What follows belongs to an exercise in optimizing a design on an open flow for small area; a production flow would make more cautious choices.
The RTL was checked by simulation tests, not by an equivalence proof against the original design.

==> flow/design.v <==
module volume_scaler #(
    parameter int AUDIO_W = 16,
    parameter int GAIN_W  = 16,
    parameter int STEP    = 64
) (
    input  logic                       Clk,
    input  logic                       nReset,
    input  logic                       Strobe,
    input  logic [AUDIO_W-1:0]         Audio_L,
    input  logic [AUDIO_W-1:0]         Audio_R,
    input  logic [GAIN_W-1:0]          Gain_L,
    input  logic [GAIN_W-1:0]          Gain_R,
    input  logic                       Mute,
    output logic [AUDIO_W+GAIN_W-1:0]  Out_L,
    output logic [AUDIO_W+GAIN_W-1:0]  Out_R,
    output logic                       Out_Valid,
    output logic                       Muted,
    output logic [1:0]                 Dbg_State
);
    localparam int OUT_W = AUDIO_W + GAIN_W;
    typedef enum logic [1:0] {
        UNMUTED   = 2'd0,
        RAMP_DOWN = 2'd1,
        MUTED     = 2'd2,
        RAMP_UP   = 2'd3
    } state_t;
    state_t            state, state_nxt;
    logic [GAIN_W-1:0] g_l, g_r, g_l_nxt, g_r_nxt;
    logic close_l, close_r;
    volume_scaler_ramp u_ramp_l (.g(g_l), .gain(Gain_L), .mute(Mute), .strobe(Strobe),
                                 .g_next(g_l_nxt), .close(close_l));
    volume_scaler_ramp u_ramp_r (.g(g_r), .gain(Gain_R), .mute(Mute), .strobe(Strobe),
                                 .g_next(g_r_nxt), .close(close_r));
    always_comb begin
        state_nxt = state;
        case (state)
            UNMUTED:   if (Mute) state_nxt = RAMP_DOWN;
            RAMP_DOWN: begin
                if (!Mute)                    state_nxt = RAMP_UP;
                else if (close_l && close_r)  state_nxt = MUTED;
            end
            MUTED:     if (!Mute) state_nxt = RAMP_UP;
            RAMP_UP: begin
                if (Mute)                     state_nxt = RAMP_DOWN;
                else if (close_l && close_r)  state_nxt = UNMUTED;
            end
            default:   state_nxt = MUTED;
        endcase
    end
    always_ff @(posedge Clk or negedge nReset) begin
        if (!nReset) begin
            state <= MUTED;
            g_l   <= '0;
            g_r   <= '0;
        end else begin
            if (Strobe) state <= state_nxt;
            g_l <= g_l_nxt;
            g_r <= g_r_nxt;
        end
    end
    assign Muted     = (state == MUTED);
    assign Dbg_State = state;
    logic                s1_valid, s2_valid;
    logic [AUDIO_W-1:0]  s1_a_l, s1_a_r;
    logic [GAIN_W-1:0]   s1_g_l, s1_g_r;
    logic [OUT_W-1:0]    p_l, p_r, s2_p_l, s2_p_r;
    always_ff @(posedge Clk or negedge nReset) begin
        if (!nReset) begin
            s1_valid  <= 1'b0;
            s2_valid  <= 1'b0;
            Out_Valid <= 1'b0;
        end else begin
            s1_valid  <= Strobe;
            s2_valid  <= s1_valid;
            Out_Valid <= s2_valid;
        end
    end
    volume_scaler_mul u_mul_l (.a(s1_a_l), .b(s1_g_l), .p(p_l));
    volume_scaler_mul u_mul_r (.a(s1_a_r), .b(s1_g_r), .p(p_r));
    always_ff @(posedge Clk) begin
        s1_a_l <= Audio_L;
        s1_a_r <= Audio_R;
        s1_g_l <= g_l;
        s1_g_r <= g_r;
        s2_p_l <= p_l;
        s2_p_r <= p_r;
        Out_L  <= s2_p_l;
        Out_R  <= s2_p_r;
    end
endmodule
module volume_scaler_ramp (
    input  logic [15:0] g,
    input  logic [15:0] gain,
    input  logic        mute,
    input  logic        strobe,
    output logic [15:0] g_next,
    output logic        close
);
    logic [15:0] t;
    logic [9:0]  th, gh, gh_p, gh_m;
    logic [5:0]  tl, gl;
    logic        ovf, unf, up;
    assign t  = mute ? 16'd0 : gain;
    assign th = t[15:6];
    assign tl = t[5:0];
    assign gh = g[15:6];
    assign gl = g[5:0];
    assign {ovf, gh_p} = {1'b0, gh} + 11'd1;
    assign {unf, gh_m} = {1'b0, gh} - 11'd1;
    assign close = (th == gh)
                 | (!ovf && th == gh_p && tl <= gl)
                 | (!unf && th == gh_m && tl >= gl);
    assign up    = th > gh;
    always_comb begin
        if (!strobe)    g_next = g;
        else if (close) g_next = t;
        else if (up)    g_next = {gh_p, gl};
        else            g_next = {gh_m, gl};
    end
endmodule
module volume_scaler_mul (
    input  logic [15:0] a,    
    input  logic [15:0] b,    
    output logic [31:0] p
);
    wire pp1 = ~(a[0] & b[0]);
    wire pp2 = ~(a[0] & b[1]);
    wire pp3 = ~(a[0] & b[2]);
    wire pp4 = ~(a[0] & b[3]);
    wire pp5 = ~(a[0] & b[4]);
    wire pp6 = ~(a[0] & b[5]);
    wire pp7 = ~(a[0] & b[6]);
    wire pp8 = ~(a[0] & b[7]);
    wire pp9 = ~(a[0] & b[8]);
    wire pp10 = ~(a[0] & b[9]);
    wire pp11 = ~(a[0] & b[10]);
    wire pp12 = ~(a[0] & b[11]);
    wire pp13 = ~(a[0] & b[12]);
    wire pp14 = ~(a[0] & b[13]);
    wire pp15 = ~(a[0] & b[14]);
    wire pp16 = ~(a[0] & b[15]);
    wire pp17 = ~(a[1] & b[0]);
    wire pp18 = ~(a[1] & b[1]);
    wire pp19 = ~(a[1] & b[2]);
    wire pp20 = ~(a[1] & b[3]);
    wire pp21 = ~(a[1] & b[4]);
    wire pp22 = ~(a[1] & b[5]);
    wire pp23 = ~(a[1] & b[6]);
    wire pp24 = ~(a[1] & b[7]);
    wire pp25 = ~(a[1] & b[8]);
    wire pp26 = ~(a[1] & b[9]);
    wire pp27 = ~(a[1] & b[10]);
    wire pp28 = ~(a[1] & b[11]);
    wire pp29 = ~(a[1] & b[12]);
    wire pp30 = ~(a[1] & b[13]);
    wire pp31 = ~(a[1] & b[14]);
    wire pp32 = ~(a[1] & b[15]);
    wire pp33 = ~(a[2] & b[0]);
    wire pp34 = ~(a[2] & b[1]);
    wire pp35 = ~(a[2] & b[2]);
    wire pp36 = ~(a[2] & b[3]);
    wire pp37 = ~(a[2] & b[4]);
    wire pp38 = ~(a[2] & b[5]);
    wire pp39 = ~(a[2] & b[6]);
    wire pp40 = ~(a[2] & b[7]);
    wire pp41 = ~(a[2] & b[8]);
    wire pp42 = ~(a[2] & b[9]);
    wire pp43 = ~(a[2] & b[10]);
    wire pp44 = ~(a[2] & b[11]);
    wire pp45 = ~(a[2] & b[12]);
    wire pp46 = ~(a[2] & b[13]);
    wire pp47 = ~(a[2] & b[14]);
    wire pp48 = ~(a[2] & b[15]);
    wire pp49 = ~(a[3] & b[0]);
    wire pp50 = ~(a[3] & b[1]);
    wire pp51 = ~(a[3] & b[2]);
    wire pp52 = ~(a[3] & b[3]);
    wire pp53 = ~(a[3] & b[4]);
    wire pp54 = ~(a[3] & b[5]);
    wire pp55 = ~(a[3] & b[6]);
    wire pp56 = ~(a[3] & b[7]);
    wire pp57 = ~(a[3] & b[8]);
    wire pp58 = ~(a[3] & b[9]);
    wire pp59 = ~(a[3] & b[10]);
    wire pp60 = ~(a[3] & b[11]);
    wire pp61 = ~(a[3] & b[12]);
    wire pp62 = ~(a[3] & b[13]);
    wire pp63 = ~(a[3] & b[14]);
    wire pp64 = ~(a[3] & b[15]);
    wire pp65 = ~(a[4] & b[0]);
    wire pp66 = ~(a[4] & b[1]);
    wire pp67 = ~(a[4] & b[2]);
    wire pp68 = ~(a[4] & b[3]);
    wire pp69 = ~(a[4] & b[4]);
    wire pp70 = ~(a[4] & b[5]);
    wire pp71 = ~(a[4] & b[6]);
    wire pp72 = ~(a[4] & b[7]);
    wire pp73 = ~(a[4] & b[8]);
    wire pp74 = ~(a[4] & b[9]);
    wire pp75 = ~(a[4] & b[10]);
    wire pp76 = ~(a[4] & b[11]);
    wire pp77 = ~(a[4] & b[12]);
    wire pp78 = ~(a[4] & b[13]);
    wire pp79 = ~(a[4] & b[14]);
    wire pp80 = ~(a[4] & b[15]);
    wire pp81 = ~(a[5] & b[0]);
    wire pp82 = ~(a[5] & b[1]);
    wire pp83 = ~(a[5] & b[2]);
    wire pp84 = ~(a[5] & b[3]);
    wire pp85 = ~(a[5] & b[4]);
    wire pp86 = ~(a[5] & b[5]);
    wire pp87 = ~(a[5] & b[6]);
    wire pp88 = ~(a[5] & b[7]);
    wire pp89 = ~(a[5] & b[8]);
    wire pp90 = ~(a[5] & b[9]);
    wire pp91 = ~(a[5] & b[10]);
    wire pp92 = ~(a[5] & b[11]);
    wire pp93 = ~(a[5] & b[12]);
    wire pp94 = ~(a[5] & b[13]);
    wire pp95 = ~(a[5] & b[14]);
    wire pp96 = ~(a[5] & b[15]);
    wire pp97 = ~(a[6] & b[0]);
    wire pp98 = ~(a[6] & b[1]);
    wire pp99 = ~(a[6] & b[2]);
    wire pp100 = ~(a[6] & b[3]);
    wire pp101 = ~(a[6] & b[4]);
    wire pp102 = ~(a[6] & b[5]);
    wire pp103 = ~(a[6] & b[6]);
    wire pp104 = ~(a[6] & b[7]);
    wire pp105 = ~(a[6] & b[8]);
    wire pp106 = ~(a[6] & b[9]);
    wire pp107 = ~(a[6] & b[10]);
    wire pp108 = ~(a[6] & b[11]);
    wire pp109 = ~(a[6] & b[12]);
    wire pp110 = ~(a[6] & b[13]);
    wire pp111 = ~(a[6] & b[14]);
    wire pp112 = ~(a[6] & b[15]);
    wire pp113 = ~(a[7] & b[0]);
    wire pp114 = ~(a[7] & b[1]);
    wire pp115 = ~(a[7] & b[2]);
    wire pp116 = ~(a[7] & b[3]);
    wire pp117 = ~(a[7] & b[4]);
    wire pp118 = ~(a[7] & b[5]);
    wire pp119 = ~(a[7] & b[6]);
    wire pp120 = ~(a[7] & b[7]);
    wire pp121 = ~(a[7] & b[8]);
    wire pp122 = ~(a[7] & b[9]);
    wire pp123 = ~(a[7] & b[10]);
    wire pp124 = ~(a[7] & b[11]);
    wire pp125 = ~(a[7] & b[12]);
    wire pp126 = ~(a[7] & b[13]);
    wire pp127 = ~(a[7] & b[14]);
    wire pp128 = ~(a[7] & b[15]);
    wire pp129 = ~(a[8] & b[0]);
    wire pp130 = ~(a[8] & b[1]);
    wire pp131 = ~(a[8] & b[2]);
    wire pp132 = ~(a[8] & b[3]);
    wire pp133 = ~(a[8] & b[4]);
    wire pp134 = ~(a[8] & b[5]);
    wire pp135 = ~(a[8] & b[6]);
    wire pp136 = ~(a[8] & b[7]);
    wire pp137 = ~(a[8] & b[8]);
    wire pp138 = ~(a[8] & b[9]);
    wire pp139 = ~(a[8] & b[10]);
    wire pp140 = ~(a[8] & b[11]);
    wire pp141 = ~(a[8] & b[12]);
    wire pp142 = ~(a[8] & b[13]);
    wire pp143 = ~(a[8] & b[14]);
    wire pp144 = ~(a[8] & b[15]);
    wire pp145 = ~(a[9] & b[0]);
    wire pp146 = ~(a[9] & b[1]);
    wire pp147 = ~(a[9] & b[2]);
    wire pp148 = ~(a[9] & b[3]);
    wire pp149 = ~(a[9] & b[4]);
    wire pp150 = ~(a[9] & b[5]);
    wire pp151 = ~(a[9] & b[6]);
    wire pp152 = ~(a[9] & b[7]);
    wire pp153 = ~(a[9] & b[8]);
    wire pp154 = ~(a[9] & b[9]);
    wire pp155 = ~(a[9] & b[10]);
    wire pp156 = ~(a[9] & b[11]);
    wire pp157 = ~(a[9] & b[12]);
    wire pp158 = ~(a[9] & b[13]);
    wire pp159 = ~(a[9] & b[14]);
    wire pp160 = ~(a[9] & b[15]);
    wire pp161 = ~(a[10] & b[0]);
    wire pp162 = ~(a[10] & b[1]);
    wire pp163 = ~(a[10] & b[2]);
    wire pp164 = ~(a[10] & b[3]);
    wire pp165 = ~(a[10] & b[4]);
    wire pp166 = ~(a[10] & b[5]);
    wire pp167 = ~(a[10] & b[6]);
    wire pp168 = ~(a[10] & b[7]);
    wire pp169 = ~(a[10] & b[8]);
    wire pp170 = ~(a[10] & b[9]);
    wire pp171 = ~(a[10] & b[10]);
    wire pp172 = ~(a[10] & b[11]);
    wire pp173 = ~(a[10] & b[12]);
    wire pp174 = ~(a[10] & b[13]);
    wire pp175 = ~(a[10] & b[14]);
    wire pp176 = ~(a[10] & b[15]);
    wire pp177 = ~(a[11] & b[0]);
    wire pp178 = ~(a[11] & b[1]);
    wire pp179 = ~(a[11] & b[2]);
    wire pp180 = ~(a[11] & b[3]);
    wire pp181 = ~(a[11] & b[4]);
    wire pp182 = ~(a[11] & b[5]);
    wire pp183 = ~(a[11] & b[6]);
    wire pp184 = ~(a[11] & b[7]);
    wire pp185 = ~(a[11] & b[8]);
    wire pp186 = ~(a[11] & b[9]);
    wire pp187 = ~(a[11] & b[10]);
    wire pp188 = ~(a[11] & b[11]);
    wire pp189 = ~(a[11] & b[12]);
    wire pp190 = ~(a[11] & b[13]);
    wire pp191 = ~(a[11] & b[14]);
    wire pp192 = ~(a[11] & b[15]);
    wire pp193 = ~(a[12] & b[0]);
    wire pp194 = ~(a[12] & b[1]);
    wire pp195 = ~(a[12] & b[2]);
    wire pp196 = ~(a[12] & b[3]);
    wire pp197 = ~(a[12] & b[4]);
    wire pp198 = ~(a[12] & b[5]);
    wire pp199 = ~(a[12] & b[6]);
    wire pp200 = ~(a[12] & b[7]);
    wire pp201 = ~(a[12] & b[8]);
    wire pp202 = ~(a[12] & b[9]);
    wire pp203 = ~(a[12] & b[10]);
    wire pp204 = ~(a[12] & b[11]);
    wire pp205 = ~(a[12] & b[12]);
    wire pp206 = ~(a[12] & b[13]);
    wire pp207 = ~(a[12] & b[14]);
    wire pp208 = ~(a[12] & b[15]);
    wire pp209 = ~(a[13] & b[0]);
    wire pp210 = ~(a[13] & b[1]);
    wire pp211 = ~(a[13] & b[2]);
    wire pp212 = ~(a[13] & b[3]);
    wire pp213 = ~(a[13] & b[4]);
    wire pp214 = ~(a[13] & b[5]);
    wire pp215 = ~(a[13] & b[6]);
    wire pp216 = ~(a[13] & b[7]);
    wire pp217 = ~(a[13] & b[8]);
    wire pp218 = ~(a[13] & b[9]);
    wire pp219 = ~(a[13] & b[10]);
    wire pp220 = ~(a[13] & b[11]);
    wire pp221 = ~(a[13] & b[12]);
    wire pp222 = ~(a[13] & b[13]);
    wire pp223 = ~(a[13] & b[14]);
    wire pp224 = ~(a[13] & b[15]);
    wire pp225 = ~(a[14] & b[0]);
    wire pp226 = ~(a[14] & b[1]);
    wire pp227 = ~(a[14] & b[2]);
    wire pp228 = ~(a[14] & b[3]);
    wire pp229 = ~(a[14] & b[4]);
    wire pp230 = ~(a[14] & b[5]);
    wire pp231 = ~(a[14] & b[6]);
    wire pp232 = ~(a[14] & b[7]);
    wire pp233 = ~(a[14] & b[8]);
    wire pp234 = ~(a[14] & b[9]);
    wire pp235 = ~(a[14] & b[10]);
    wire pp236 = ~(a[14] & b[11]);
    wire pp237 = ~(a[14] & b[12]);
    wire pp238 = ~(a[14] & b[13]);
    wire pp239 = ~(a[14] & b[14]);
    wire pp240 = ~(a[14] & b[15]);
    wire pp241 = (a[15] & b[0]);
    wire pp242 = (a[15] & b[1]);
    wire pp243 = (a[15] & b[2]);
    wire pp244 = (a[15] & b[3]);
    wire pp245 = (a[15] & b[4]);
    wire pp246 = (a[15] & b[5]);
    wire pp247 = (a[15] & b[6]);
    wire pp248 = (a[15] & b[7]);
    wire pp249 = (a[15] & b[8]);
    wire pp250 = (a[15] & b[9]);
    wire pp251 = (a[15] & b[10]);
    wire pp252 = (a[15] & b[11]);
    wire pp253 = (a[15] & b[12]);
    wire pp254 = (a[15] & b[13]);
    wire pp255 = (a[15] & b[14]);
    wire pp256 = (a[15] & b[15]);
    wire s257, c258;
    volume_scaler_fa u_s257 (.a(pp3), .b(pp18), .c(pp33), .s(s257), .co(c258));
    wire s259, c260;
    volume_scaler_fa u_s259 (.a(pp4), .b(pp19), .c(pp34), .s(s259), .co(c260));
    wire s261, c262;
    volume_scaler_fa u_s261 (.a(pp49), .b(c258), .c(s259), .s(s261), .co(c262));
    wire s263, c264;
    volume_scaler_fa u_s263 (.a(pp5), .b(pp20), .c(pp35), .s(s263), .co(c264));
    wire s265, c266;
    volume_scaler_fa u_s265 (.a(pp50), .b(pp65), .c(c260), .s(s265), .co(c266));
    wire s267, c268;
    volume_scaler_fa u_s267 (.a(s263), .b(c262), .c(s265), .s(s267), .co(c268));
    wire s269, c270;
    volume_scaler_fa u_s269 (.a(pp6), .b(pp21), .c(pp36), .s(s269), .co(c270));
    wire s271, c272;
    volume_scaler_fa u_s271 (.a(pp51), .b(pp66), .c(pp81), .s(s271), .co(c272));
    wire s273, c274;
    volume_scaler_fa u_s273 (.a(c264), .b(s269), .c(s271), .s(s273), .co(c274));
    wire s275, c276;
    volume_scaler_fa u_s275 (.a(c266), .b(s273), .c(c268), .s(s275), .co(c276));
    wire s277, c278;
    volume_scaler_fa u_s277 (.a(pp7), .b(pp22), .c(pp37), .s(s277), .co(c278));
    wire s279, c280;
    volume_scaler_fa u_s279 (.a(pp52), .b(pp67), .c(pp82), .s(s279), .co(c280));
    wire s281, c282;
    volume_scaler_fa u_s281 (.a(pp97), .b(c270), .c(c272), .s(s281), .co(c282));
    wire s283, c284;
    volume_scaler_fa u_s283 (.a(s277), .b(s279), .c(c274), .s(s283), .co(c284));
    wire s285, c286;
    volume_scaler_fa u_s285 (.a(s281), .b(s283), .c(c276), .s(s285), .co(c286));
    wire s287, c288;
    volume_scaler_fa u_s287 (.a(pp8), .b(pp23), .c(pp38), .s(s287), .co(c288));
    wire s289, c290;
    volume_scaler_fa u_s289 (.a(pp53), .b(pp68), .c(pp83), .s(s289), .co(c290));
    wire s291, c292;
    volume_scaler_fa u_s291 (.a(pp98), .b(pp113), .c(c278), .s(s291), .co(c292));
    wire s293, c294;
    volume_scaler_fa u_s293 (.a(c280), .b(s287), .c(s289), .s(s293), .co(c294));
    wire s295, c296;
    volume_scaler_fa u_s295 (.a(c282), .b(s291), .c(s293), .s(s295), .co(c296));
    wire s297, c298;
    volume_scaler_fa u_s297 (.a(c284), .b(s295), .c(c286), .s(s297), .co(c298));
    wire s299, c300;
    volume_scaler_fa u_s299 (.a(pp9), .b(pp24), .c(pp39), .s(s299), .co(c300));
    wire s301, c302;
    volume_scaler_fa u_s301 (.a(pp54), .b(pp69), .c(pp84), .s(s301), .co(c302));
    wire s303, c304;
    volume_scaler_fa u_s303 (.a(pp99), .b(pp114), .c(pp129), .s(s303), .co(c304));
    wire s305, c306;
    volume_scaler_fa u_s305 (.a(c288), .b(c290), .c(s299), .s(s305), .co(c306));
    wire s307, c308;
    volume_scaler_fa u_s307 (.a(s301), .b(s303), .c(c292), .s(s307), .co(c308));
    wire s309, c310;
    volume_scaler_fa u_s309 (.a(c294), .b(s305), .c(c296), .s(s309), .co(c310));
    wire s311, c312;
    volume_scaler_fa u_s311 (.a(s307), .b(s309), .c(c298), .s(s311), .co(c312));
    wire s313, c314;
    volume_scaler_fa u_s313 (.a(pp10), .b(pp25), .c(pp40), .s(s313), .co(c314));
    wire s315, c316;
    volume_scaler_fa u_s315 (.a(pp55), .b(pp70), .c(pp85), .s(s315), .co(c316));
    wire s317, c318;
    volume_scaler_fa u_s317 (.a(pp100), .b(pp115), .c(pp130), .s(s317), .co(c318));
    wire s319, c320;
    volume_scaler_fa u_s319 (.a(pp145), .b(c300), .c(c302), .s(s319), .co(c320));
    wire s321, c322;
    volume_scaler_fa u_s321 (.a(c304), .b(s313), .c(s315), .s(s321), .co(c322));
    wire s323, c324;
    volume_scaler_fa u_s323 (.a(s317), .b(c306), .c(s319), .s(s323), .co(c324));
    wire s325, c326;
    volume_scaler_fa u_s325 (.a(s321), .b(c308), .c(s323), .s(s325), .co(c326));
    wire s327, c328;
    volume_scaler_fa u_s327 (.a(c310), .b(s325), .c(c312), .s(s327), .co(c328));
    wire s329, c330;
    volume_scaler_fa u_s329 (.a(pp11), .b(pp26), .c(pp41), .s(s329), .co(c330));
    wire s331, c332;
    volume_scaler_fa u_s331 (.a(pp56), .b(pp71), .c(pp86), .s(s331), .co(c332));
    wire s333, c334;
    volume_scaler_fa u_s333 (.a(pp101), .b(pp116), .c(pp131), .s(s333), .co(c334));
    wire s335, c336;
    volume_scaler_fa u_s335 (.a(pp146), .b(pp161), .c(c314), .s(s335), .co(c336));
    wire s337, c338;
    volume_scaler_fa u_s337 (.a(c316), .b(c318), .c(s329), .s(s337), .co(c338));
    wire s339, c340;
    volume_scaler_fa u_s339 (.a(s331), .b(s333), .c(c320), .s(s339), .co(c340));
    wire s341, c342;
    volume_scaler_fa u_s341 (.a(c322), .b(s335), .c(s337), .s(s341), .co(c342));
    wire s343, c344;
    volume_scaler_fa u_s343 (.a(c324), .b(s339), .c(s341), .s(s343), .co(c344));
    wire s345, c346;
    volume_scaler_fa u_s345 (.a(c326), .b(s343), .c(c328), .s(s345), .co(c346));
    wire s347, c348;
    volume_scaler_fa u_s347 (.a(pp12), .b(pp27), .c(pp42), .s(s347), .co(c348));
    wire s349, c350;
    volume_scaler_fa u_s349 (.a(pp57), .b(pp72), .c(pp87), .s(s349), .co(c350));
    wire s351, c352;
    volume_scaler_fa u_s351 (.a(pp102), .b(pp117), .c(pp132), .s(s351), .co(c352));
    wire s353, c354;
    volume_scaler_fa u_s353 (.a(pp147), .b(pp162), .c(pp177), .s(s353), .co(c354));
    wire s355, c356;
    volume_scaler_fa u_s355 (.a(c330), .b(c332), .c(c334), .s(s355), .co(c356));
    wire s357, c358;
    volume_scaler_fa u_s357 (.a(s347), .b(s349), .c(s351), .s(s357), .co(c358));
    wire s359, c360;
    volume_scaler_fa u_s359 (.a(s353), .b(c336), .c(c338), .s(s359), .co(c360));
    wire s361, c362;
    volume_scaler_fa u_s361 (.a(s355), .b(s357), .c(c340), .s(s361), .co(c362));
    wire s363, c364;
    volume_scaler_fa u_s363 (.a(c342), .b(s359), .c(c344), .s(s363), .co(c364));
    wire s365, c366;
    volume_scaler_fa u_s365 (.a(s361), .b(s363), .c(c346), .s(s365), .co(c366));
    wire s367, c368;
    volume_scaler_fa u_s367 (.a(pp13), .b(pp28), .c(pp43), .s(s367), .co(c368));
    wire s369, c370;
    volume_scaler_fa u_s369 (.a(pp58), .b(pp73), .c(pp88), .s(s369), .co(c370));
    wire s371, c372;
    volume_scaler_fa u_s371 (.a(pp103), .b(pp118), .c(pp133), .s(s371), .co(c372));
    wire s373, c374;
    volume_scaler_fa u_s373 (.a(pp148), .b(pp163), .c(pp178), .s(s373), .co(c374));
    wire s375, c376;
    volume_scaler_fa u_s375 (.a(pp193), .b(c348), .c(c350), .s(s375), .co(c376));
    wire s377, c378;
    volume_scaler_fa u_s377 (.a(c352), .b(c354), .c(s367), .s(s377), .co(c378));
    wire s379, c380;
    volume_scaler_fa u_s379 (.a(s369), .b(s371), .c(s373), .s(s379), .co(c380));
    wire s381, c382;
    volume_scaler_fa u_s381 (.a(c356), .b(c358), .c(s375), .s(s381), .co(c382));
    wire s383, c384;
    volume_scaler_fa u_s383 (.a(s377), .b(s379), .c(c360), .s(s383), .co(c384));
    wire s385, c386;
    volume_scaler_fa u_s385 (.a(s381), .b(c362), .c(s383), .s(s385), .co(c386));
    wire s387, c388;
    volume_scaler_fa u_s387 (.a(c364), .b(s385), .c(c366), .s(s387), .co(c388));
    wire s389, c390;
    volume_scaler_fa u_s389 (.a(pp14), .b(pp29), .c(pp44), .s(s389), .co(c390));
    wire s391, c392;
    volume_scaler_fa u_s391 (.a(pp59), .b(pp74), .c(pp89), .s(s391), .co(c392));
    wire s393, c394;
    volume_scaler_fa u_s393 (.a(pp104), .b(pp119), .c(pp134), .s(s393), .co(c394));
    wire s395, c396;
    volume_scaler_fa u_s395 (.a(pp149), .b(pp164), .c(pp179), .s(s395), .co(c396));
    wire s397, c398;
    volume_scaler_fa u_s397 (.a(pp194), .b(pp209), .c(c368), .s(s397), .co(c398));
    wire s399, c400;
    volume_scaler_fa u_s399 (.a(c370), .b(c372), .c(c374), .s(s399), .co(c400));
    wire s401, c402;
    volume_scaler_fa u_s401 (.a(s389), .b(s391), .c(s393), .s(s401), .co(c402));
    wire s403, c404;
    volume_scaler_fa u_s403 (.a(s395), .b(c376), .c(c378), .s(s403), .co(c404));
    wire s405, c406;
    volume_scaler_fa u_s405 (.a(c380), .b(s397), .c(s399), .s(s405), .co(c406));
    wire s407, c408;
    volume_scaler_fa u_s407 (.a(s401), .b(c382), .c(s403), .s(s407), .co(c408));
    wire s409, c410;
    volume_scaler_fa u_s409 (.a(s405), .b(c384), .c(s407), .s(s409), .co(c410));
    wire s411, c412;
    volume_scaler_fa u_s411 (.a(c386), .b(s409), .c(c388), .s(s411), .co(c412));
    wire s413, c414;
    volume_scaler_fa u_s413 (.a(pp15), .b(pp30), .c(pp45), .s(s413), .co(c414));
    wire s415, c416;
    volume_scaler_fa u_s415 (.a(pp60), .b(pp75), .c(pp90), .s(s415), .co(c416));
    wire s417, c418;
    volume_scaler_fa u_s417 (.a(pp105), .b(pp120), .c(pp135), .s(s417), .co(c418));
    wire s419, c420;
    volume_scaler_fa u_s419 (.a(pp150), .b(pp165), .c(pp180), .s(s419), .co(c420));
    wire s421, c422;
    volume_scaler_fa u_s421 (.a(pp195), .b(pp210), .c(pp225), .s(s421), .co(c422));
    wire s423, c424;
    volume_scaler_fa u_s423 (.a(c390), .b(c392), .c(c394), .s(s423), .co(c424));
    wire s425, c426;
    volume_scaler_fa u_s425 (.a(c396), .b(s413), .c(s415), .s(s425), .co(c426));
    wire s427, c428;
    volume_scaler_fa u_s427 (.a(s417), .b(s419), .c(s421), .s(s427), .co(c428));
    wire s429, c430;
    volume_scaler_fa u_s429 (.a(c398), .b(c400), .c(c402), .s(s429), .co(c430));
    wire s431, c432;
    volume_scaler_fa u_s431 (.a(s423), .b(s425), .c(s427), .s(s431), .co(c432));
    wire s433, c434;
    volume_scaler_fa u_s433 (.a(c404), .b(c406), .c(s429), .s(s433), .co(c434));
    wire s435, c436;
    volume_scaler_fa u_s435 (.a(s431), .b(c408), .c(s433), .s(s435), .co(c436));
    wire s437, c438;
    volume_scaler_fa u_s437 (.a(c410), .b(s435), .c(c412), .s(s437), .co(c438));
    wire s439, c440;
    volume_scaler_ha u_s439 (.a(pp16), .b(pp31), .s(s439), .co(c440));
    wire s441, c442;
    volume_scaler_fa u_s441 (.a(pp46), .b(pp61), .c(pp76), .s(s441), .co(c442));
    wire s443, c444;
    volume_scaler_fa u_s443 (.a(pp91), .b(pp106), .c(pp121), .s(s443), .co(c444));
    wire s445, c446;
    volume_scaler_fa u_s445 (.a(pp136), .b(pp151), .c(pp166), .s(s445), .co(c446));
    wire s447, c448;
    volume_scaler_fa u_s447 (.a(pp181), .b(pp196), .c(pp211), .s(s447), .co(c448));
    wire s449, c450;
    volume_scaler_fa u_s449 (.a(pp226), .b(pp241), .c(s439), .s(s449), .co(c450));
    wire s451, c452;
    volume_scaler_fa u_s451 (.a(c414), .b(c416), .c(c418), .s(s451), .co(c452));
    wire s453, c454;
    volume_scaler_fa u_s453 (.a(c420), .b(c422), .c(s441), .s(s453), .co(c454));
    wire s455, c456;
    volume_scaler_fa u_s455 (.a(s443), .b(s445), .c(s447), .s(s455), .co(c456));
    wire s457, c458;
    volume_scaler_fa u_s457 (.a(s449), .b(c424), .c(c426), .s(s457), .co(c458));
    wire s459, c460;
    volume_scaler_fa u_s459 (.a(c428), .b(s451), .c(s453), .s(s459), .co(c460));
    wire s461, c462;
    volume_scaler_fa u_s461 (.a(s455), .b(c430), .c(c432), .s(s461), .co(c462));
    wire s463, c464;
    volume_scaler_fa u_s463 (.a(s457), .b(s459), .c(c434), .s(s463), .co(c464));
    wire s465, c466;
    volume_scaler_fa u_s465 (.a(s461), .b(c436), .c(s463), .s(s465), .co(c466));
    wire s467, c468;
    volume_scaler_fa u_s467 (.a(pp32), .b(pp47), .c(pp62), .s(s467), .co(c468));
    wire s469, c470;
    volume_scaler_fa u_s469 (.a(pp77), .b(pp92), .c(pp107), .s(s469), .co(c470));
    wire s471, c472;
    volume_scaler_fa u_s471 (.a(pp122), .b(pp137), .c(pp152), .s(s471), .co(c472));
    wire s473, c474;
    volume_scaler_fa u_s473 (.a(pp167), .b(pp182), .c(pp197), .s(s473), .co(c474));
    wire s475, c476;
    volume_scaler_fa u_s475 (.a(pp212), .b(pp227), .c(pp242), .s(s475), .co(c476));
    wire s477, c478;
    volume_scaler_fa u_s477 (.a(c440), .b(c442), .c(c444), .s(s477), .co(c478));
    wire s479, c480;
    volume_scaler_fa u_s479 (.a(c446), .b(c448), .c(s467), .s(s479), .co(c480));
    wire s481, c482;
    volume_scaler_fa u_s481 (.a(s469), .b(s471), .c(s473), .s(s481), .co(c482));
    wire s483, c484;
    volume_scaler_fa u_s483 (.a(s475), .b(c450), .c(c452), .s(s483), .co(c484));
    wire s485, c486;
    volume_scaler_fa u_s485 (.a(c454), .b(c456), .c(s477), .s(s485), .co(c486));
    wire s487, c488;
    volume_scaler_fa u_s487 (.a(s479), .b(s481), .c(c458), .s(s487), .co(c488));
    wire s489, c490;
    volume_scaler_fa u_s489 (.a(c460), .b(s483), .c(s485), .s(s489), .co(c490));
    wire s491, c492;
    volume_scaler_fa u_s491 (.a(c462), .b(s487), .c(s489), .s(s491), .co(c492));
    wire s493, c494;
    volume_scaler_fa u_s493 (.a(c464), .b(s491), .c(c466), .s(s493), .co(c494));
    wire s495, c496;
    volume_scaler_fa u_s495 (.a(pp48), .b(pp63), .c(pp78), .s(s495), .co(c496));
    wire s497, c498;
    volume_scaler_fa u_s497 (.a(pp93), .b(pp108), .c(pp123), .s(s497), .co(c498));
    wire s499, c500;
    volume_scaler_fa u_s499 (.a(pp138), .b(pp153), .c(pp168), .s(s499), .co(c500));
    wire s501, c502;
    volume_scaler_fa u_s501 (.a(pp183), .b(pp198), .c(pp213), .s(s501), .co(c502));
    wire s503, c504;
    volume_scaler_fa u_s503 (.a(pp228), .b(pp243), .c(c468), .s(s503), .co(c504));
    wire s505, c506;
    volume_scaler_fa u_s505 (.a(c470), .b(c472), .c(c474), .s(s505), .co(c506));
    wire s507, c508;
    volume_scaler_fa u_s507 (.a(c476), .b(s495), .c(s497), .s(s507), .co(c508));
    wire s509, c510;
    volume_scaler_fa u_s509 (.a(s499), .b(s501), .c(c478), .s(s509), .co(c510));
    wire s511, c512;
    volume_scaler_fa u_s511 (.a(c480), .b(c482), .c(s503), .s(s511), .co(c512));
    wire s513, c514;
    volume_scaler_fa u_s513 (.a(s505), .b(s507), .c(c484), .s(s513), .co(c514));
    wire s515, c516;
    volume_scaler_fa u_s515 (.a(c486), .b(s509), .c(s511), .s(s515), .co(c516));
    wire s517, c518;
    volume_scaler_fa u_s517 (.a(c488), .b(c490), .c(s513), .s(s517), .co(c518));
    wire s519, c520;
    volume_scaler_fa u_s519 (.a(s515), .b(c492), .c(s517), .s(s519), .co(c520));
    wire s521, c522;
    volume_scaler_fa u_s521 (.a(pp64), .b(pp79), .c(pp94), .s(s521), .co(c522));
    wire s523, c524;
    volume_scaler_fa u_s523 (.a(pp109), .b(pp124), .c(pp139), .s(s523), .co(c524));
    wire s525, c526;
    volume_scaler_fa u_s525 (.a(pp154), .b(pp169), .c(pp184), .s(s525), .co(c526));
    wire s527, c528;
    volume_scaler_fa u_s527 (.a(pp199), .b(pp214), .c(pp229), .s(s527), .co(c528));
    wire s529, c530;
    volume_scaler_fa u_s529 (.a(pp244), .b(c496), .c(c498), .s(s529), .co(c530));
    wire s531, c532;
    volume_scaler_fa u_s531 (.a(c500), .b(c502), .c(s521), .s(s531), .co(c532));
    wire s533, c534;
    volume_scaler_fa u_s533 (.a(s523), .b(s525), .c(s527), .s(s533), .co(c534));
    wire s535, c536;
    volume_scaler_fa u_s535 (.a(c504), .b(c506), .c(c508), .s(s535), .co(c536));
    wire s537, c538;
    volume_scaler_fa u_s537 (.a(s529), .b(s531), .c(s533), .s(s537), .co(c538));
    wire s539, c540;
    volume_scaler_fa u_s539 (.a(c510), .b(c512), .c(s535), .s(s539), .co(c540));
    wire s541, c542;
    volume_scaler_fa u_s541 (.a(s537), .b(c514), .c(c516), .s(s541), .co(c542));
    wire s543, c544;
    volume_scaler_fa u_s543 (.a(s539), .b(c518), .c(s541), .s(s543), .co(c544));
    wire s545, c546;
    volume_scaler_fa u_s545 (.a(pp80), .b(pp95), .c(pp110), .s(s545), .co(c546));
    wire s547, c548;
    volume_scaler_fa u_s547 (.a(pp125), .b(pp140), .c(pp155), .s(s547), .co(c548));
    wire s549, c550;
    volume_scaler_fa u_s549 (.a(pp170), .b(pp185), .c(pp200), .s(s549), .co(c550));
    wire s551, c552;
    volume_scaler_fa u_s551 (.a(pp215), .b(pp230), .c(pp245), .s(s551), .co(c552));
    wire s553, c554;
    volume_scaler_fa u_s553 (.a(c522), .b(c524), .c(c526), .s(s553), .co(c554));
    wire s555, c556;
    volume_scaler_fa u_s555 (.a(c528), .b(s545), .c(s547), .s(s555), .co(c556));
    wire s557, c558;
    volume_scaler_fa u_s557 (.a(s549), .b(s551), .c(c530), .s(s557), .co(c558));
    wire s559, c560;
    volume_scaler_fa u_s559 (.a(c532), .b(c534), .c(s553), .s(s559), .co(c560));
    wire s561, c562;
    volume_scaler_fa u_s561 (.a(s555), .b(c536), .c(c538), .s(s561), .co(c562));
    wire s563, c564;
    volume_scaler_fa u_s563 (.a(s557), .b(s559), .c(c540), .s(s563), .co(c564));
    wire s565, c566;
    volume_scaler_fa u_s565 (.a(s561), .b(c542), .c(s563), .s(s565), .co(c566));
    wire s567, c568;
    volume_scaler_fa u_s567 (.a(pp96), .b(pp111), .c(pp126), .s(s567), .co(c568));
    wire s569, c570;
    volume_scaler_fa u_s569 (.a(pp141), .b(pp156), .c(pp171), .s(s569), .co(c570));
    wire s571, c572;
    volume_scaler_fa u_s571 (.a(pp186), .b(pp201), .c(pp216), .s(s571), .co(c572));
    wire s573, c574;
    volume_scaler_fa u_s573 (.a(pp231), .b(pp246), .c(c546), .s(s573), .co(c574));
    wire s575, c576;
    volume_scaler_fa u_s575 (.a(c548), .b(c550), .c(c552), .s(s575), .co(c576));
    wire s577, c578;
    volume_scaler_fa u_s577 (.a(s567), .b(s569), .c(s571), .s(s577), .co(c578));
    wire s579, c580;
    volume_scaler_fa u_s579 (.a(c554), .b(c556), .c(s573), .s(s579), .co(c580));
    wire s581, c582;
    volume_scaler_fa u_s581 (.a(s575), .b(s577), .c(c558), .s(s581), .co(c582));
    wire s583, c584;
    volume_scaler_fa u_s583 (.a(c560), .b(s579), .c(c562), .s(s583), .co(c584));
    wire s585, c586;
    volume_scaler_fa u_s585 (.a(s581), .b(c564), .c(s583), .s(s585), .co(c586));
    wire s587, c588;
    volume_scaler_fa u_s587 (.a(pp112), .b(pp127), .c(pp142), .s(s587), .co(c588));
    wire s589, c590;
    volume_scaler_fa u_s589 (.a(pp157), .b(pp172), .c(pp187), .s(s589), .co(c590));
    wire s591, c592;
    volume_scaler_fa u_s591 (.a(pp202), .b(pp217), .c(pp232), .s(s591), .co(c592));
    wire s593, c594;
    volume_scaler_fa u_s593 (.a(pp247), .b(c568), .c(c570), .s(s593), .co(c594));
    wire s595, c596;
    volume_scaler_fa u_s595 (.a(c572), .b(s587), .c(s589), .s(s595), .co(c596));
    wire s597, c598;
    volume_scaler_fa u_s597 (.a(s591), .b(c574), .c(c576), .s(s597), .co(c598));
    wire s599, c600;
    volume_scaler_fa u_s599 (.a(c578), .b(s593), .c(s595), .s(s599), .co(c600));
    wire s601, c602;
    volume_scaler_fa u_s601 (.a(c580), .b(s597), .c(s599), .s(s601), .co(c602));
    wire s603, c604;
    volume_scaler_fa u_s603 (.a(c582), .b(s601), .c(c584), .s(s603), .co(c604));
    wire s605, c606;
    volume_scaler_fa u_s605 (.a(pp128), .b(pp143), .c(pp158), .s(s605), .co(c606));
    wire s607, c608;
    volume_scaler_fa u_s607 (.a(pp173), .b(pp188), .c(pp203), .s(s607), .co(c608));
    wire s609, c610;
    volume_scaler_fa u_s609 (.a(pp218), .b(pp233), .c(pp248), .s(s609), .co(c610));
    wire s611, c612;
    volume_scaler_fa u_s611 (.a(c588), .b(c590), .c(c592), .s(s611), .co(c612));
    wire s613, c614;
    volume_scaler_fa u_s613 (.a(s605), .b(s607), .c(s609), .s(s613), .co(c614));
    wire s615, c616;
    volume_scaler_fa u_s615 (.a(c594), .b(c596), .c(s611), .s(s615), .co(c616));
    wire s617, c618;
    volume_scaler_fa u_s617 (.a(s613), .b(c598), .c(c600), .s(s617), .co(c618));
    wire s619, c620;
    volume_scaler_fa u_s619 (.a(s615), .b(c602), .c(s617), .s(s619), .co(c620));
    wire s621, c622;
    volume_scaler_fa u_s621 (.a(pp144), .b(pp159), .c(pp174), .s(s621), .co(c622));
    wire s623, c624;
    volume_scaler_fa u_s623 (.a(pp189), .b(pp204), .c(pp219), .s(s623), .co(c624));
    wire s625, c626;
    volume_scaler_fa u_s625 (.a(pp234), .b(pp249), .c(c606), .s(s625), .co(c626));
    wire s627, c628;
    volume_scaler_fa u_s627 (.a(c608), .b(c610), .c(s621), .s(s627), .co(c628));
    wire s629, c630;
    volume_scaler_fa u_s629 (.a(s623), .b(c612), .c(c614), .s(s629), .co(c630));
    wire s631, c632;
    volume_scaler_fa u_s631 (.a(s625), .b(s627), .c(c616), .s(s631), .co(c632));
    wire s633, c634;
    volume_scaler_fa u_s633 (.a(s629), .b(c618), .c(s631), .s(s633), .co(c634));
    wire s635, c636;
    volume_scaler_fa u_s635 (.a(pp160), .b(pp175), .c(pp190), .s(s635), .co(c636));
    wire s637, c638;
    volume_scaler_fa u_s637 (.a(pp205), .b(pp220), .c(pp235), .s(s637), .co(c638));
    wire s639, c640;
    volume_scaler_fa u_s639 (.a(pp250), .b(c622), .c(c624), .s(s639), .co(c640));
    wire s641, c642;
    volume_scaler_fa u_s641 (.a(s635), .b(s637), .c(c626), .s(s641), .co(c642));
    wire s643, c644;
    volume_scaler_fa u_s643 (.a(c628), .b(s639), .c(c630), .s(s643), .co(c644));
    wire s645, c646;
    volume_scaler_fa u_s645 (.a(s641), .b(c632), .c(s643), .s(s645), .co(c646));
    wire s647, c648;
    volume_scaler_fa u_s647 (.a(pp176), .b(pp191), .c(pp206), .s(s647), .co(c648));
    wire s649, c650;
    volume_scaler_fa u_s649 (.a(pp221), .b(pp236), .c(pp251), .s(s649), .co(c650));
    wire s651, c652;
    volume_scaler_fa u_s651 (.a(c636), .b(c638), .c(s647), .s(s651), .co(c652));
    wire s653, c654;
    volume_scaler_fa u_s653 (.a(s649), .b(c640), .c(s651), .s(s653), .co(c654));
    wire s655, c656;
    volume_scaler_fa u_s655 (.a(c642), .b(s653), .c(c644), .s(s655), .co(c656));
    wire s657, c658;
    volume_scaler_fa u_s657 (.a(pp192), .b(pp207), .c(pp222), .s(s657), .co(c658));
    wire s659, c660;
    volume_scaler_fa u_s659 (.a(pp237), .b(pp252), .c(c648), .s(s659), .co(c660));
    wire s661, c662;
    volume_scaler_fa u_s661 (.a(c650), .b(s657), .c(c652), .s(s661), .co(c662));
    wire s663, c664;
    volume_scaler_fa u_s663 (.a(s659), .b(c654), .c(s661), .s(s663), .co(c664));
    wire s665, c666;
    volume_scaler_fa u_s665 (.a(pp208), .b(pp223), .c(pp238), .s(s665), .co(c666));
    wire s667, c668;
    volume_scaler_fa u_s667 (.a(pp253), .b(c658), .c(s665), .s(s667), .co(c668));
    wire s669, c670;
    volume_scaler_fa u_s669 (.a(c660), .b(s667), .c(c662), .s(s669), .co(c670));
    wire s671, c672;
    volume_scaler_fa u_s671 (.a(pp224), .b(pp239), .c(pp254), .s(s671), .co(c672));
    wire s673, c674;
    volume_scaler_fa u_s673 (.a(c666), .b(s671), .c(c668), .s(s673), .co(c674));
    wire s675, c676;
    volume_scaler_fa u_s675 (.a(pp240), .b(pp255), .c(c672), .s(s675), .co(c676));
    wire s677 = ~(pp2 ^ pp17);
    wire c678 = pp2 | pp17;
    wire s679 = ~(s257 ^ c678);
    wire c680 = s257 | c678;
    wire s681 = ~(s261 ^ c680);
    wire c682 = s261 | c680;
    wire s683 = ~(s267 ^ c682);
    wire c684 = s267 | c682;
    wire s685 = ~(s275 ^ c684);
    wire c686 = s275 | c684;
    wire rc687 = (~c686);
    wire pp_688 = (~s285);
    wire pp_689 = (~s297);
    wire pp_690 = (~s311);
    wire pp_691 = (~s327);
    wire pp_692 = (~s345);
    wire pp_693 = (~s365);
    wire pp_694 = (~s387);
    wire pp_695 = (~s411);
    wire pp_696 = (~s437);
    wire g697 = (~c438) & (~s465);
    wire p698 = (~c438) | (~s465);
    wire x699 = (~c438) ^ (~s465);
    wire pp_700 = (~s493);
    wire g701 = (~c494) & (~s519);
    wire p702 = (~c494) | (~s519);
    wire x703 = (~c494) ^ (~s519);
    wire g704 = (~c520) & (~s543);
    wire p705 = (~c520) | (~s543);
    wire x706 = (~c520) ^ (~s543);
    wire g707 = (~c544) & (~s565);
    wire p708 = (~c544) | (~s565);
    wire x709 = (~c544) ^ (~s565);
    wire g710 = (~c566) & (~s585);
    wire p711 = (~c566) | (~s585);
    wire x712 = (~c566) ^ (~s585);
    wire g713 = (~c586) & (~s603);
    wire p714 = (~c586) | (~s603);
    wire x715 = (~c586) ^ (~s603);
    wire g716 = (~c604) & (~s619);
    wire p717 = (~c604) | (~s619);
    wire x718 = (~c604) ^ (~s619);
    wire g719 = (~c620) & (~s633);
    wire p720 = (~c620) | (~s633);
    wire x721 = (~c620) ^ (~s633);
    wire g722 = (~c634) & (~s645);
    wire p723 = (~c634) | (~s645);
    wire x724 = (~c634) ^ (~s645);
    wire g725 = (~c646) & (~s655);
    wire p726 = (~c646) | (~s655);
    wire x727 = (~c646) ^ (~s655);
    wire g728 = (~c656) & (~s663);
    wire p729 = (~c656) | (~s663);
    wire x730 = (~c656) ^ (~s663);
    wire g731 = (~c664) & (~s669);
    wire p732 = (~c664) | (~s669);
    wire x733 = (~c664) ^ (~s669);
    wire g734 = (~c670) & (~s673);
    wire p735 = (~c670) | (~s673);
    wire x736 = (~c670) ^ (~s673);
    wire g737 = (~c674) & (~s675);
    wire p738 = (~c674) | (~s675);
    wire x739 = (~c674) ^ (~s675);
    wire g740 = (~pp256) & (~c676);
    wire p741 = (~pp256) | (~c676);
    wire x742 = (~pp256) ^ (~c676);
    wire pp_743 = 1'b1;
    wire g744 = 1'b0 | (pp_688 & rc687);
    wire G745 = 1'b0 | (pp_689 & g744);
    wire P746 = pp_689 & pp_688;
    wire G747 = 1'b0 | (pp_691 & 1'b0);
    wire P748 = pp_691 & pp_690;
    wire G749 = 1'b0 | (pp_693 & 1'b0);
    wire P750 = pp_693 & pp_692;
    wire G751 = 1'b0 | (pp_695 & 1'b0);
    wire P752 = pp_695 & pp_694;
    wire G753 = g697 | (p698 & 1'b0);
    wire P754 = p698 & pp_696;
    wire G755 = g701 | (p702 & 1'b0);
    wire P756 = p702 & pp_700;
    wire G757 = g707 | (p708 & g704);
    wire P758 = p708 & p705;
    wire G759 = g713 | (p714 & g710);
    wire P760 = p714 & p711;
    wire G761 = g719 | (p720 & g716);
    wire P762 = p720 & p717;
    wire G763 = g725 | (p726 & g722);
    wire P764 = p726 & p723;
    wire G765 = g731 | (p732 & g728);
    wire P766 = p732 & p729;
    wire G767 = g737 | (p738 & g734);
    wire P768 = p738 & p735;
    wire G769 = 1'b0 | (pp_743 & g740);
    wire P770 = pp_743 & p741;
    wire G771 = 1'b0 | (pp_690 & G745);
    wire P772 = pp_690 & P746;
    wire G773 = G747 | (P748 & G745);
    wire P774 = P748 & P746;
    wire G775 = 1'b0 | (pp_694 & G749);
    wire P776 = pp_694 & P750;
    wire G777 = G751 | (P752 & G749);
    wire P778 = P752 & P750;
    wire G779 = 1'b0 | (pp_700 & G753);
    wire P780 = pp_700 & P754;
    wire G781 = G755 | (P756 & G753);
    wire P782 = P756 & P754;
    wire G783 = g710 | (p711 & G757);
    wire P784 = p711 & P758;
    wire G785 = G759 | (P760 & G757);
    wire P786 = P760 & P758;
    wire G787 = g722 | (p723 & G761);
    wire P788 = p723 & P762;
    wire G789 = G763 | (P764 & G761);
    wire P790 = P764 & P762;
    wire G791 = g734 | (p735 & G765);
    wire P792 = p735 & P766;
    wire G793 = G767 | (P768 & G765);
    wire P794 = P768 & P766;
    wire G795 = 1'b0 | (pp_692 & G773);
    wire P796 = pp_692 & P774;
    wire G797 = G749 | (P750 & G773);
    wire P798 = P750 & P774;
    wire G799 = G775 | (P776 & G773);
    wire P800 = P776 & P774;
    wire G801 = G777 | (P778 & G773);
    wire P802 = P778 & P774;
    wire G803 = g704 | (p705 & G781);
    wire P804 = p705 & P782;
    wire G805 = G757 | (P758 & G781);
    wire P806 = P758 & P782;
    wire G807 = G783 | (P784 & G781);
    wire P808 = P784 & P782;
    wire G809 = G785 | (P786 & G781);
    wire P810 = P786 & P782;
    wire G811 = g728 | (p729 & G789);
    wire P812 = p729 & P790;
    wire G813 = G765 | (P766 & G789);
    wire P814 = P766 & P790;
    wire G815 = G791 | (P792 & G789);
    wire P816 = P792 & P790;
    wire G817 = G793 | (P794 & G789);
    wire P818 = P794 & P790;
    wire G819 = 1'b0 | (pp_696 & G801);
    wire P820 = pp_696 & P802;
    wire G821 = G753 | (P754 & G801);
    wire P822 = P754 & P802;
    wire G823 = G779 | (P780 & G801);
    wire P824 = P780 & P802;
    wire G825 = G781 | (P782 & G801);
    wire P826 = P782 & P802;
    wire G827 = G803 | (P804 & G801);
    wire P828 = P804 & P802;
    wire G829 = G805 | (P806 & G801);
    wire P830 = P806 & P802;
    wire G831 = G807 | (P808 & G801);
    wire P832 = P808 & P802;
    wire G833 = G809 | (P810 & G801);
    wire P834 = P810 & P802;
    wire G835 = g740 | (p741 & G817);
    wire P836 = p741 & P818;
    wire G837 = G769 | (P770 & G817);
    wire P838 = P770 & P818;
    wire G839 = g716 | (p717 & G833);
    wire P840 = p717 & P834;
    wire G841 = G761 | (P762 & G833);
    wire P842 = P762 & P834;
    wire G843 = G787 | (P788 & G833);
    wire P844 = P788 & P834;
    wire G845 = G789 | (P790 & G833);
    wire P846 = P790 & P834;
    wire G847 = G811 | (P812 & G833);
    wire P848 = P812 & P834;
    wire G849 = G813 | (P814 & G833);
    wire P850 = P814 & P834;
    wire G851 = G815 | (P816 & G833);
    wire P852 = P816 & P834;
    wire G853 = G817 | (P818 & G833);
    wire P854 = P818 & P834;
    wire G855 = G835 | (P836 & G833);
    wire P856 = P836 & P834;
    wire G857 = G837 | (P838 & G833);
    wire P858 = P838 & P834;
    wire o859 = pp_688 ^ rc687;
    wire o860 = pp_689 ^ g744;
    wire o861 = pp_690 ^ G745;
    wire o862 = pp_691 ^ G771;
    wire o863 = pp_692 ^ G773;
    wire o864 = pp_693 ^ G795;
    wire o865 = pp_694 ^ G797;
    wire o866 = pp_695 ^ G799;
    wire o867 = pp_696 ^ G801;
    wire o868 = x699 ^ G819;
    wire o869 = pp_700 ^ G821;
    wire o870 = x703 ^ G823;
    wire o871 = x706 ^ G825;
    wire o872 = x709 ^ G827;
    wire o873 = x712 ^ G829;
    wire o874 = x715 ^ G831;
    wire o875 = x718 ^ G833;
    wire o876 = x721 ^ G839;
    wire o877 = x724 ^ G841;
    wire o878 = x727 ^ G843;
    wire o879 = x730 ^ G845;
    wire o880 = x733 ^ G847;
    wire o881 = x736 ^ G849;
    wire o882 = x739 ^ G851;
    wire o883 = x742 ^ G853;
    wire o884 = pp_743 ^ G855;
    assign p = {o884, o883, o882, o881, o880, o879, o878, o877, o876, o875, o874, o873, o872, o871, o870, o869, o868, o867, o866, o865, o864, o863, o862, o861, o860, o859, (~s685), (~s683), (~s681), (~s679), (~s677), (~pp1)};
endmodule
module volume_scaler_fa (input logic a, b, c, output logic s, co);
    assign s  = a ^ b ^ c;
    assign co = (a & b) | (a & c) | (b & c);
endmodule
module volume_scaler_ha (input logic a, b, output logic s, co);
    assign s  = a ^ b;
    assign co = a & b;
endmodule
==> flow/flow/run.sh <==
#!/bin/bash
# The standard layout, with three changes that only affect how cells are chosen:
# ports get the smallest buffer (buf_1) instead of clkdlybuf4s50_1, CTS does not
# add dummy loads, and cells off the critical paths are downsized after global
# routing (ORFS's power recovery).
set -euo pipefail
export BUFFER_PORTS_ARGS="-buffer_cell sky130_fd_sc_hd__buf_1"
export CTS_ARGS="-sink_clustering_enable -repair_clock_nets -dont_use_dummy_load"
export RECOVER_POWER=100
bash standard.sh > standard.log 2>&1
==> flow/standard.sh <==
#!/bin/bash
# synth_recipe.tcl (not shown) runs the flow's synth.tcl, then flattens the netlist and writes it again
# the make line also repeats each setting of config.mk as NAME=value (left out here)
make -C /OpenROAD-flow-scripts/flow DESIGN_CONFIG=/design/flow/config.mk WORK_HOME=/design/flow/orfs CLKGATE_MAP_FILE= SYNTH_SCRIPT=/design/flow/synth_recipe.tcl "${@:-finish}"
==> flow/config.mk <==
export PLATFORM = sky130hd
export DESIGN_NAME = volume_scaler
export DESIGN_NICKNAME = volume_scaler
export VERILOG_FILES = /design/flow/design.v
export SDC_FILE = /design/flow/constraint.sdc
export NUM_CORES = 4
export LEC_CHECK = 0
export CAP_MARGIN = 20
export CORE_MARGIN = 2
export CORE_UTILIZATION = 40
export SLEW_MARGIN = 20
export SYNTH_HIERARCHICAL = 1
export SYNTH_MINIMUM_KEEP_SIZE = 0
==> flow/constraint.sdc <==
create_clock -name core_clock -period 7.5 [get_ports {Clk}]
set_input_delay 1.5000 -clock core_clock [delete_from_list [all_inputs] [get_ports {Clk}]]
set_output_delay 1.5000 -clock core_clock [all_outputs]
set_load 0.01 [all_outputs]
==> flow_summary_export.csv <==
group,metric,value,unit
placed_design,gpl.final_weighted_congestion,0.910,
logic_synthesis,synth.lib_cells_used.distinct,73,
cells_and_area,post_route_cells_drive_above_1_share,0.0817,
floorplan,dieHeight,240,µm
flow_run,cap_viol_max_count,1,
routing,drt_wl_total,56.9,mm
global_routing,grt_pass1_vias,17100,
timing,report.final.slew_viol_count,38,
clock_tree,clk_latency,580,ps
critical_path,worst_r2r_endpoint,"s2_p_r[22]$_DFF_P_",
global_routing,largest_net_degree_at_the_start_of_global_routing,38,
logic_synthesis,postSynthRegisterBits,229,
floorplan,core_outline_area,0.0551,mm²
logic_synthesis,ys_async_sr_fraction,0.162,
timing,period_needed,7190,ps
logic_synthesis,synthFlopType,"sky130_fd_sc_hd__dfxtp_1",
logic_synthesis,synth-warning-count,8,
clock_tree,path_clk_slew,60,ps
global_routing,groute.usage.overall,0.204,
critical_path,ff2ff_setup_slack,310,ps
floorplan,row_count,86,
timing,tightest_slew_margin_relative_to_the_limit,-0.617,
critical_path,worst_reg_to_reg_path_cell_count,20,
timing,skew,25.5,ps
logic_synthesis,netlist_instances,2189,
global_routing,wire_length_of_the_first_global_routing_pass,91.9,mm
clock_tree,cts_tree,"done",
run_status,failed_checks,"capacitance limit, slew limit",
timing,holdWs,309,ps
timing,rsz0062_at_grt,"no",
worst_hold_path,timing.hold.worst_path_depth,0,
clock_tree,clock_sink_count,229,
timing,max_freq,139,MHz
critical_path,reg2reg_from,"s1_a_r[0]$_DFF_P_",
cells_and_area,final_net_count,2866,
routing,detailroute.via_count,15700,
logic_synthesis,synth-edff-count,0,
placed_design,post-dp-hpwl,43.9,mm
global_routing,antenna_found_initial,2,
cells_and_area,postLayoutCoreUtil,0.438,
timing,finalSetupViolations,0,
critical_path,crit_start,"s1_a_r[0]$_DFF_P_",
global_routing,grt_overflow,0,
worst_hold_path,holdCritPathClass,"flop to flop",
critical_path,critical_path.max_fanout,4,
routing,routed_wire_length_per_instance,18.9,µm
clock_tree,cts-buffers-inserted,28,
critical_path,cp_data_required_time,7930,ps
critical_path,criticalPathCategory,"flop to flop",
routing,dr.pass1.iters,5,
floorplan,fp.dieW,240,µm
critical_path,cp-endpoint,"s2_p_r[22]$_DFF_P_",
routing,drc_marker_count_from_the_first_detailed_route_iteration,1238,
routing,detail_route.drc_violations,0,
routing,post_detailed_route_count_of_antenna_violating_nets,0,
cells_and_area,number_of_fill_cells,5381,
run_status,status,"finished with violations",
clock_tree,clockBufferDepth,3,
logic_synthesis,synth-seq-area-share,0.214,
floorplan,top_level_ports,136,
timing,tightestPinTransition,2430,ps
clock_tree,ctsRootBufferMaster,"sky130_fd_sc_hd__clkbuf_16",
floorplan,design.die.area,0.0577,mm²
critical_path,timing.critical_path.from_type,"flop",
critical_path,timing.critical_path.to_type,"flop",
logic_synthesis,netlist_area,0.0223,mm²
timing,finalHoldViolCount,0,
cells_and_area,synthToLayoutAreaGrowth,8.30,%
placed_design,port-buffer-count,135,
routing,vias_per_cell,5.22,
logic_synthesis,synth.avg_cell_area,10.2,µm²
clock_tree,cts_hold_repair.buffers,0,
logic_synthesis,synth_fp_nets,2800,
floorplan,initial_core_util,0.405,
critical_path,timing.critical_path.arrival,7620,ps
timing,finalCritPeriodShare,0.958,
clock_tree,cts-htree-levels,1,
==> flip-flops by register name, summed over array words and instances (netlist names) <==
name	cells
Out_L	32
Out_R	32
s2_p_l	32
s2_p_r	32
g_l	16
g_r	16
s1_a_l	16
s1_a_r	16
s1_g_l	16
s1_g_r	16
state	2
Out_Valid	1
s1_valid	1
s2_valid	1
==> Yosys stat by module (local to each module, per instance) <==
module              flops+latches  cell area [µm²]
volume_scaler                 229             4930
volume_scaler_mul               0             2750
volume_scaler_ramp              0             1740
volume_scaler_fa                0             20.0
volume_scaler_ha                0             12.5
==> cell type report <==
type                       instances  area, µm²  area share
multi-input combinational       1636      16100       0.666
sequential                       229       4780       0.198
timing repair buffer             220       1130      0.0467
tap                              748        936      0.0387
clock buffer                      28        701      0.0290
inverter                         140        526      0.0218
antenna                            1       2.50    0.000104
==> timing repair <==
action | 4_1_cts | 5_1_grt
buffers inserted | 1 | 1
setup endpoints to repair | 2 | 19
pin swaps | 6 | 7
gates resized for setup | 7 | 13
==> worst max-delay path, stage by stage (launching register included) <==
cell and delay [ps]:
sky130_fd_sc_hd__dfxtp_2 350, sky130_fd_sc_hd__nand2_1 80, sky130_fd_sc_hd__fa_2 410, sky130_fd_sc_hd__fa_1 460, sky130_fd_sc_hd__fa_1 410, sky130_fd_sc_hd__fa_1 410
sky130_fd_sc_hd__fa_2 370, sky130_fd_sc_hd__fa_1 390, sky130_fd_sc_hd__fa_1 400, sky130_fd_sc_hd__fa_2 370, sky130_fd_sc_hd__fa_1 390, sky130_fd_sc_hd__fa_2 350
sky130_fd_sc_hd__fa_2 340, sky130_fd_sc_hd__fa_1 380, sky130_fd_sc_hd__fa_1 390, sky130_fd_sc_hd__ha_1 220, sky130_fd_sc_hd__nor3_2 220, sky130_fd_sc_hd__nand4_2 170
sky130_fd_sc_hd__a2111oi_4 350, sky130_fd_sc_hd__or2_2 190, sky130_fd_sc_hd__fa_1 410
==> worst min path at each step <==
stage	end	from	slack [ps]
2_1_floorplan	Out_L[0]$_DFF_P_	s2_p_l[0]$_DFF_P_	310
3_3_place_gp	Out_L[4]$_DFF_P_	s2_p_l[4]$_DFF_P_	310
3_5_place_dp	Out_R[4]$_DFF_P_	s2_p_r[4]$_DFF_P_	310
4_1_cts	Out_R[19]$_DFF_P_	s2_p_r[19]$_DFF_P_	310
5_1_grt	Out_R[19]$_DFF_P_	s2_p_r[19]$_DFF_P_	310
6_report	Out_R[19]$_DFF_P_	s2_p_r[19]$_DFF_P_	310
==> per-stage QoR <==
stage / cell area (µm²) / std cells / setup TNS [ps] / setup WS [ps]
4_1_cts: 24200 / 3000 / 0 / 4.58
2_1_floorplan: 22400 / 2189 / 0 / 4.90
5_1_grt: 24200 / 3001 / 0 / 14.6
3_3_place_gp: 23400 / 2971 / 0 / 34.6
6_report: 24200 / 3002 / 0 / 313
3_5_place_dp: 23400 / 2971 / -29.8 / -29.8
==> cells by family (layout without fill, tap and decap cells) <==
| group | Yosys count | count (layout) | synth area share |
|---|---|---|---|
| adder cells (fa/ha/maj) | 543 | 543 | 0.446 |
| AND/OR/NAND/NOR | 789 | 789 | 0.162 |
| AO/OA/AOI/OAI | 190 | 190 | 0.0629 |
| buffers and inverters | 324 | 388 | 0.0664 |
| flip-flops | 229 | 229 | 0.214 |
| multiplexers | 50 | 50 | 0.0238 |
| XOR/XNOR | 64 | 64 | 0.0251 |
| other | 0 | 1 | 0 |
==> cell usage in the layout, fill, tap and decap left out, types with 13 or more instances in the layout <==
master                      synthesis  layout
sky130_fd_sc_hd__nand2_1          531     531
sky130_fd_sc_hd__fa_1             420     407
sky130_fd_sc_hd__dfxtp_1          192     186
sky130_fd_sc_hd__inv_1            140     140
sky130_fd_sc_hd__buf_1              2     127
sky130_fd_sc_hd__ha_1             123     123
sky130_fd_sc_hd__buf_4             52      73
sky130_fd_sc_hd__nor2_1            46      46
sky130_fd_sc_hd__a21oi_1           38      40
sky130_fd_sc_hd__xnor2_1           38      38
sky130_fd_sc_hd__and2_1            38      37
sky130_fd_sc_hd__dfrtp_1           36      36
sky130_fd_sc_hd__nor2b_1           30      30
sky130_fd_sc_hd__mux2i_1           29      29
sky130_fd_sc_hd__nor3_1            30      28
sky130_fd_sc_hd__clkbuf_16          0      28
sky130_fd_sc_hd__o21ai_0           26      26
sky130_fd_sc_hd__xor2_1            26      26
sky130_fd_sc_hd__mux2_2            20      15
sky130_fd_sc_hd__clkbuf_1         118      15
sky130_fd_sc_hd__nor4_1            14      14
sky130_fd_sc_hd__a21o_1            14      14
sky130_fd_sc_hd__nand3_1           14      14
sky130_fd_sc_hd__a22oi_1           14      14
sky130_fd_sc_hd__fa_2               0      13
==> per-layer routing <==
layer / vias up / routed length (µm) / track usage / share of wire
met2: 586 / 25400 / 0.318 / 0.45
met5: - / 0 / 0 / 0
met3: 106 / 4600 / 0.0439 / 0.081
met4: 0 / 1950 / 0.0743 / 0.034
li1: 7042 / - / - / -
met1: 7926 / 24900 / 0.280 / 0.44
==> cells in the mapped netlist, types with 10 or more instances <==
cell,number,area (µm²)
sky130_fd_sc_hd__nand2_1,531,1990
sky130_fd_sc_hd__mux2_2,20,225
sky130_fd_sc_hd__ha_1,123,1540
sky130_fd_sc_hd__clkbuf_1,118,443
sky130_fd_sc_hd__xor2_1,26,228
sky130_fd_sc_hd__nand3_1,14,70.1
sky130_fd_sc_hd__a21o_1,14,105
sky130_fd_sc_hd__nor4_1,14,87.6
sky130_fd_sc_hd__and4_1,12,105
sky130_fd_sc_hd__nor2_1,46,173
sky130_fd_sc_hd__fa_1,420,8410
sky130_fd_sc_hd__dfrtp_1,36,901
sky130_fd_sc_hd__o31ai_1,12,90.1
sky130_fd_sc_hd__mux2i_1,29,290
sky130_fd_sc_hd__inv_1,140,526
sky130_fd_sc_hd__and2_1,38,238
sky130_fd_sc_hd__xnor2_1,38,333
sky130_fd_sc_hd__dfxtp_1,192,3840
sky130_fd_sc_hd__a31oi_1,10,62.6
sky130_fd_sc_hd__o21ai_0,26,130
sky130_fd_sc_hd__nor2b_1,30,188
sky130_fd_sc_hd__nand2b_1,12,75.1
sky130_fd_sc_hd__a22oi_1,14,105
sky130_fd_sc_hd__nor3_1,30,150
sky130_fd_sc_hd__a21oi_1,38,190
sky130_fd_sc_hd__buf_4,52,390

[static timing again, ports no longer ideal]
The results above use ideal ports. As a check the final layout listed here was re-extracted and re-timed, cells and wires unchanged. Step 1 (the two cells are an assumption about what drives the block):
set clk [get_ports {Clk}]
set_driving_cell -lib_cell sky130_fd_sc_hd__clkbuf_16 $clk
set_driving_cell -lib_cell sky130_fd_sc_hd__buf_2 [delete_from_list [all_inputs] $clk]
Step 2 moves the port delays by t, midway between the first and last clock arrival at a register: inputs arrive t later, outputs are due t later. That takes back most of the time a late clock gives input paths. Slacks: ideal / step 1 / step 2; pairs: ideal / step 1.
t, ns: 0.613
setup slack, ns: 0.313 / 0.313 / 0.313
worst setup path after step 2: register to register
worst slew at a driven data input, ns: 0.06
cell pins on the clock port's net: 1
The setup slack of this run moves by 0.000 ns with the drivers and by 0.000 ns with both steps.
